From an optimization exercise on the open Yosys and OpenROAD flow, aimed at small area, a short achievable clock period and few clock cycles per item; shortcuts taken in it are not production practice.
Function was checked by simulation only, so behaviour that the tests miss may differ from the original.

Setup of v6:
Design rgb_hsv_converter, start of the top module:
module rgb_hsv_converter #(
  parameter int unsigned CHANNEL_BITS = 8
) (
  input  logic                         clk_i,
  input  logic                         rst_ni,
  input  logic                         cfg_we_i,
  input  logic                         cfg_wdata_i,
  input  logic                         pix_i_valid,
  output logic                         pix_i_ready,
  input  logic [CHANNEL_BITS-1:0]      pix_i_red,
  input  logic [CHANNEL_BITS-1:0]      pix_i_green,
  input  logic [CHANNEL_BITS-1:0]      pix_i_blue,
  input  logic [rhc_pkg::HUE_BITS-1:0] pix_i_hue,
  input  logic [CHANNEL_BITS-1:0]      pix_i_saturation,
  input  logic [CHANNEL_BITS-1:0]      pix_i_brightness,
  input  logic [CHANNEL_BITS-1:0]      pix_i_alpha,
  output logic                         pix_o_valid,
  input  logic                         pix_o_ready,
  output logic [CHANNEL_BITS-1:0]      pix_o_out_red,
  output logic [CHANNEL_BITS-1:0]      pix_o_out_green,
  output logic [CHANNEL_BITS-1:0]      pix_o_out_blue,
  output logic [rhc_pkg::HUE_BITS-1:0] pix_o_out_hue,
  output logic [CHANNEL_BITS-1:0]      pix_o_out_saturation,
  output logic [CHANNEL_BITS-1:0]      pix_o_out_brightness,
  output logic [CHANNEL_BITS-1:0]      pix_o_out_alpha
);
  localparam int unsigned NST = 9;   
  logic dir_q;
  logic en;
  always_ff @(posedge clk_i or negedge rst_ni) begin
    if (!rst_ni) begin
      dir_q <= 1'b0;
    end else if (cfg_we_i) begin
      dir_q <= cfg_wdata_i;
    end
  end
  logic [NST:1] vld_q;
  logic [NST:1] dir_s;
  logic [7:0]   alpha_s [NST+1];
  assign en          = !vld_q[NST] || pix_o_ready;
  assign pix_i_ready = en;
  always_ff @(posedge clk_i or negedge rst_ni) begin
    if (!rst_ni) begin
      vld_q <= '0;
    end else if (en) begin
      vld_q <= {vld_q[NST-1:1], pix_i_valid};
    end
  end
  assign alpha_s[0] = pix_i_alpha;
  always_ff @(posedge clk_i) begin
    if (en) begin
      dir_s <= {dir_s[NST-1:1], dir_q};
      for (int k = 1; k <= NST; k++) alpha_s[k] <= alpha_s[k-1];
    end
  end
  logic [26:0] f1_d;   
  always_comb begin
    logic [7:0] r, g, b, mx, mid, mn;
    logic       g_gt_r, b_gt_r, b_gt_g, neg;
    rhc_pkg::hue_base_e base;
    r = pix_i_red;
  ...
clock: 10.0 ns
lec_check: 0
abc_area: 1
cap_margin: 20
core_margin: 2
core_utilization: 55
cts_cluster_diameter: 100
cts_cluster_size: 24
place_density: 0.65
setup_slack_margin: 5
slew_margin: 20
standard.sh (not shown) runs the stock make flow with config.mk's settings and CLKGATE_MAP_FILE= SYNTH_SCRIPT=/design/flow/synth_recipe.tcl, a recipe that flattens the netlist after the stock synthesis.
==> flow/flow/run.sh <==
#!/bin/bash
set -euo pipefail
sed -e 's#"\${@:-finish}"#BUFFER_PORTS_ARGS="-buffer_cell sky130_fd_sc_hd__buf_2" "${@:-finish}"#' \
  -e 's/SETUP_SLACK_MARGIN=5 /SETUP_SLACK_MARGIN=5.3 /' \
  standard.sh > standard_own.sh
grep -q 'BUFFER_PORTS_ARGS' standard_own.sh
grep -q 'SETUP_SLACK_MARGIN=5.3 ' standard_own.sh
bash standard_own.sh > standard.log 2>&1
Testbench counts of v6, summed over its fixed seeds: cycles 19,368, items 19,200.
Inputs modified between v6 and v7:
- CTS_CLUSTER_SIZE: 24 -> unset
- ABC_AREA: 1 -> unset
- PLACE_DENSITY: 0.65 -> unset
- CORE_UTILIZATION: 55 -> 40
- CTS_CLUSTER_DIAMETER: 100 -> unset
==> flow/run.sh (new file) <==
#!/bin/bash
# synth_recipe.tcl (not shown) runs the flow's synth.tcl, then flattens the netlist and writes it again
# the make line also repeats each setting of config.mk as NAME=value (left out here)
make -C /OpenROAD-flow-scripts/flow DESIGN_CONFIG=/design/flow/config.mk WORK_HOME=/design/flow/orfs CLKGATE_MAP_FILE= SYNTH_SCRIPT=/design/flow/synth_recipe.tcl finish
removed: flow/flow/run.sh
removed: flow/standard.sh
## What came out
Per the comparison of v7 with v6, final-layout non-clock buffer area share shows an increase of 1.7 points; final design instance area without fill shows an increase of about 4.4%; insertion delay to the later sink of the worst-skew pair shows no meaningful change; longest individual stage delay on the worst path shows a reduction of 40 ps; critical path depth shows a reduction of 7.
Relative to v6, count of vias placed by the detailed router decreased by 2777 in v7.
v7: area after synthesis 400 sq um below v6
Going from v6 to v7, net count reported at finish shrinks by about 14%.
v7 gives less post-detailed-routing wire length than v6 did.
Looking at proportion of synthesized area in mux cells across v7 and v6, the one that comes out lower is v6.

[port drivers added, routing unchanged]
How much do the figures lean on ideal ports? The routed layouts below were timed once more, with nothing changed but the port constraints.
Step 1 assumes that a clkbuf_16 drives the clock port and a buf_2 every other input.
Step 2 also shifts input and output timing later by t, the mid clock arrival at the registers, as if the neighbouring blocks saw the same clock.
Slacks: ideal / step 1 / step 2; pairs: ideal / step 1.
| run | shift t [ns] | setup WS [ns] | worst data-port slew with drivers (ns) |
|---|---|---|---|
| v6 | 0.633 | 5.363 / 5.363 / 5.121 | 0.07 |
| v7 | 0.640 | 5.084 / 5.084 / 4.559 | 0.05 |
After both steps every run listed still meets setup and hold. The setup slack of v7, which loses most, moves by 0.000 ns with the drivers and by -0.525 ns with both steps.
